Context: an optimization exercise on an open-source flow, tuned for small area, a short achievable clock period and few clock cycles. The choices shown serve that exercise and are no tape-out recipe. Where RTL was checked, it was by simulation tests only, not by an equivalence proof against the original.

== maple ==
==> flow/design.v (excerpt) <==
module perceptron_trainer_fixed
#(
    parameter int             tam        = 16,
    parameter logic [tam-1:0] LR         = 16'h0400,
    parameter int             MAX_EPOCHS = 32
) (
    input  logic                 clk,
    input  logic                 rst,
    input  logic                 start,
    input  logic [3:0][tam-1:0]  in1,
    input  logic [3:0][tam-1:0]  in2,
    input  logic [3:0][tam-1:0]  d,
    input  logic [tam-1:0]       w0_init,
    input  logic [tam-1:0]       w1_init,
    input  logic [tam-1:0]       w2_init,
    output logic [tam-1:0]       w0,
    output logic [tam-1:0]       w1,
    output logic [tam-1:0]       w2,
    output logic                 busy,
    output logic                 done,
    output logic                 converged,
    output logic [7:0]           epoch_cnt
);
For scale: ~1900 cells after synthesis, ~18000 um^2 of cells after synthesis.
Settings: LEC_CHECK=0, CAP_MARGIN=20, CORE_MARGIN=2, CORE_UTILIZATION=40, SLEW_MARGIN=20, SYNTH_HIERARCHICAL=1, SYNTH_MINIMUM_KEEP_SIZE=0; clock period 13.0 ns.
standard.sh (not shown) runs the stock make flow with config.mk's settings and CLKGATE_MAP_FILE= SYNTH_SCRIPT=/design/flow/synth_recipe.tcl, a recipe that flattens the netlist after the stock synthesis.
==> flow/flow/run.sh <==
#!/bin/bash
set -euo pipefail
export SETUP_SLACK_MARGIN="$(cat flow/setup_margin)"
bash standard.sh finish > flow_make.log 2>&1
==> flow/flow/setup_margin <==
7
Testbench counts of maple, summed over its fixed seeds: cycles 6,410.
diff inputs: maple => tundra
==> flow/flow/run.sh <==
#!/bin/bash
set -euo pipefail
export SETUP_SLACK_MARGIN="$(cat flow/setup_margin)"
# Port buffers: the smallest plain buffer rather than buffer_ports' default pick.
export BUFFER_PORTS_ARGS="-buffer_cell sky130_fd_sc_hd__buf_1"
bash standard.sh finish > flow_make.log 2>&1
Findings:
Worst setup slack: tundra higher than maple
For final net count, maple and tundra come out practically identical.
Changes observed in tundra relative to maple: final design instance area without fill fell 7.8%; relative slew slack now sits lower; clock skew about even; worst hold slack fell 0.0035 ns.
tundra vs maple, layout clock buffer count went down by 3.
Growth of design area from synthesis to finish came out lower on tundra than on maple.
On wire length of the first global-routing pass, the lower figure sits with tundra, not maple.
The vias after detailed routing on tundra is in line with that on maple.
Changes in indigo relative to tundra:
- putting PLACE_DENSITY at 0.75 where nothing was set
- swapping 40 for 65 in CORE_UTILIZATION
==> flow/flow/setup_margin <==
6
==> comparison <==
Worst hold slack delta (tundra -> indigo): insignificant. Across indigo and tundra, none had a timing, DRC or antenna violation. Core utilization, indigo and tundra: smaller value in tundra. NOTE: amount of wire on met2 after detailed routing in indigo falls short of that of tundra.
> inputs changed (indigo -> nickel)
- PLACE_DENSITY no longer set, was 0.75
- CORE_UTILIZATION now 40, was 65
Notes after the runs:
- nickel vs indigo: sum of net half-perimeters after detailed placement up
- The site row count in nickel sits 17 above the value recorded for indigo.
- Looking at endpoint of the worst setup timing path, the epoch_q[5] result is from indigo; the epoch_q[4] one comes from nickel.
- Looking at share of cell area taken by flip-flops and latches, nickel sits 0.24 points lower than indigo does.

* * *

Setup of JK:
Another version of the RTL of perceptron_trainer_fixed (not shown whole).
For scale: ~1900 cells after synthesis, about 120 flip-flops, ~300 I/O pins.
clock: 13.0 ns
lec_check: 0
cap_margin: 20
core_margin: 2
core_utilization: 40
cts_buf_list: sky130_fd_sc_hd__clkbuf_8
slew_margin: 20
synth_hierarchical: 1
synth_minimum_keep_size: 0
tns_end_percent: 10
==> flow/flow/run.sh <==
#!/bin/bash
set -euo pipefail
export SETUP_SLACK_MARGIN="$(cat flow/setup_margin)"
# Port buffers: the smallest plain buffer rather than buffer_ports' default pick.
export BUFFER_PORTS_ARGS="-buffer_cell sky130_fd_sc_hd__buf_1"
bash standard.sh finish > flow_make.log 2>&1
==> flow/flow/setup_margin <==
6
JK closes out successfully: all stages finished, all timing, DRC and antenna checks passed.
#### Input delta (MS over JK)
==> flow/flow/setup_margin <==
6.75
## What came out
- Compared with JK, in MS cell total after placement did not really move, relative area change from synthesis to final layout went up.
- Density: MS denser than JK
- MS ends up with higher maximum clock frequency than JK does.
- Per the comparison of MS with JK, buffer and inverter count on the worst path climbed 2, clock insertion delay at the later pin of the skew report ~0 delta, setup slack shows an increase of 540 ps.
- From JK to MS the numbers moved as follows: via count +812.
Function was not checked in any run of this note: the RTL went through the layout flow alone.

[port drivers added, routing unchanged]
No port has a modelled driver above. Below, the same layouts with a new extraction and two added sets of constraints. Step 1 assumes that a clkbuf_16 drives the clock port and a buf_2 every other input. Step 2 adds t to the input delays and takes it off the output delays; t is the mean of the earliest and latest rising clock arrival at the registers after step 1. Input paths then give back, and output paths get back, about the clock's delay inside the block. Three values: ideal ports, drivers, drivers and shift; two values: the first two.
| run | shift t [ns] | setup WS [ns] | worst hold slack (ns) | cell pins on the clock port's net |
|---|---|---|---|---|
| maple | 0.518 | 6.506 / 6.506 / 6.506 | 0.458 / 0.458 / 0.458 | 1 |
| tundra | 0.516 | 6.539 / 6.539 / 6.539 | 0.454 / 0.454 / 0.454 | 1 |
| indigo | 0.491 | 6.214 / 6.214 / 6.214 | 0.454 / 0.454 / 0.454 | 1 |
| nickel | 0.530 | 6.244 / 6.244 / 6.244 | 0.459 / 0.459 / 0.459 | 1 |
| JK | 0.594 | 6.204 / 6.204 / 6.204 | 0.500 / 0.500 / 0.500 | 1 |
| MS | 0.606 | 6.749 / 6.749 / 6.749 | 0.471 / 0.471 / 0.471 | 1 |
After both steps setup and hold are still met in every run listed.
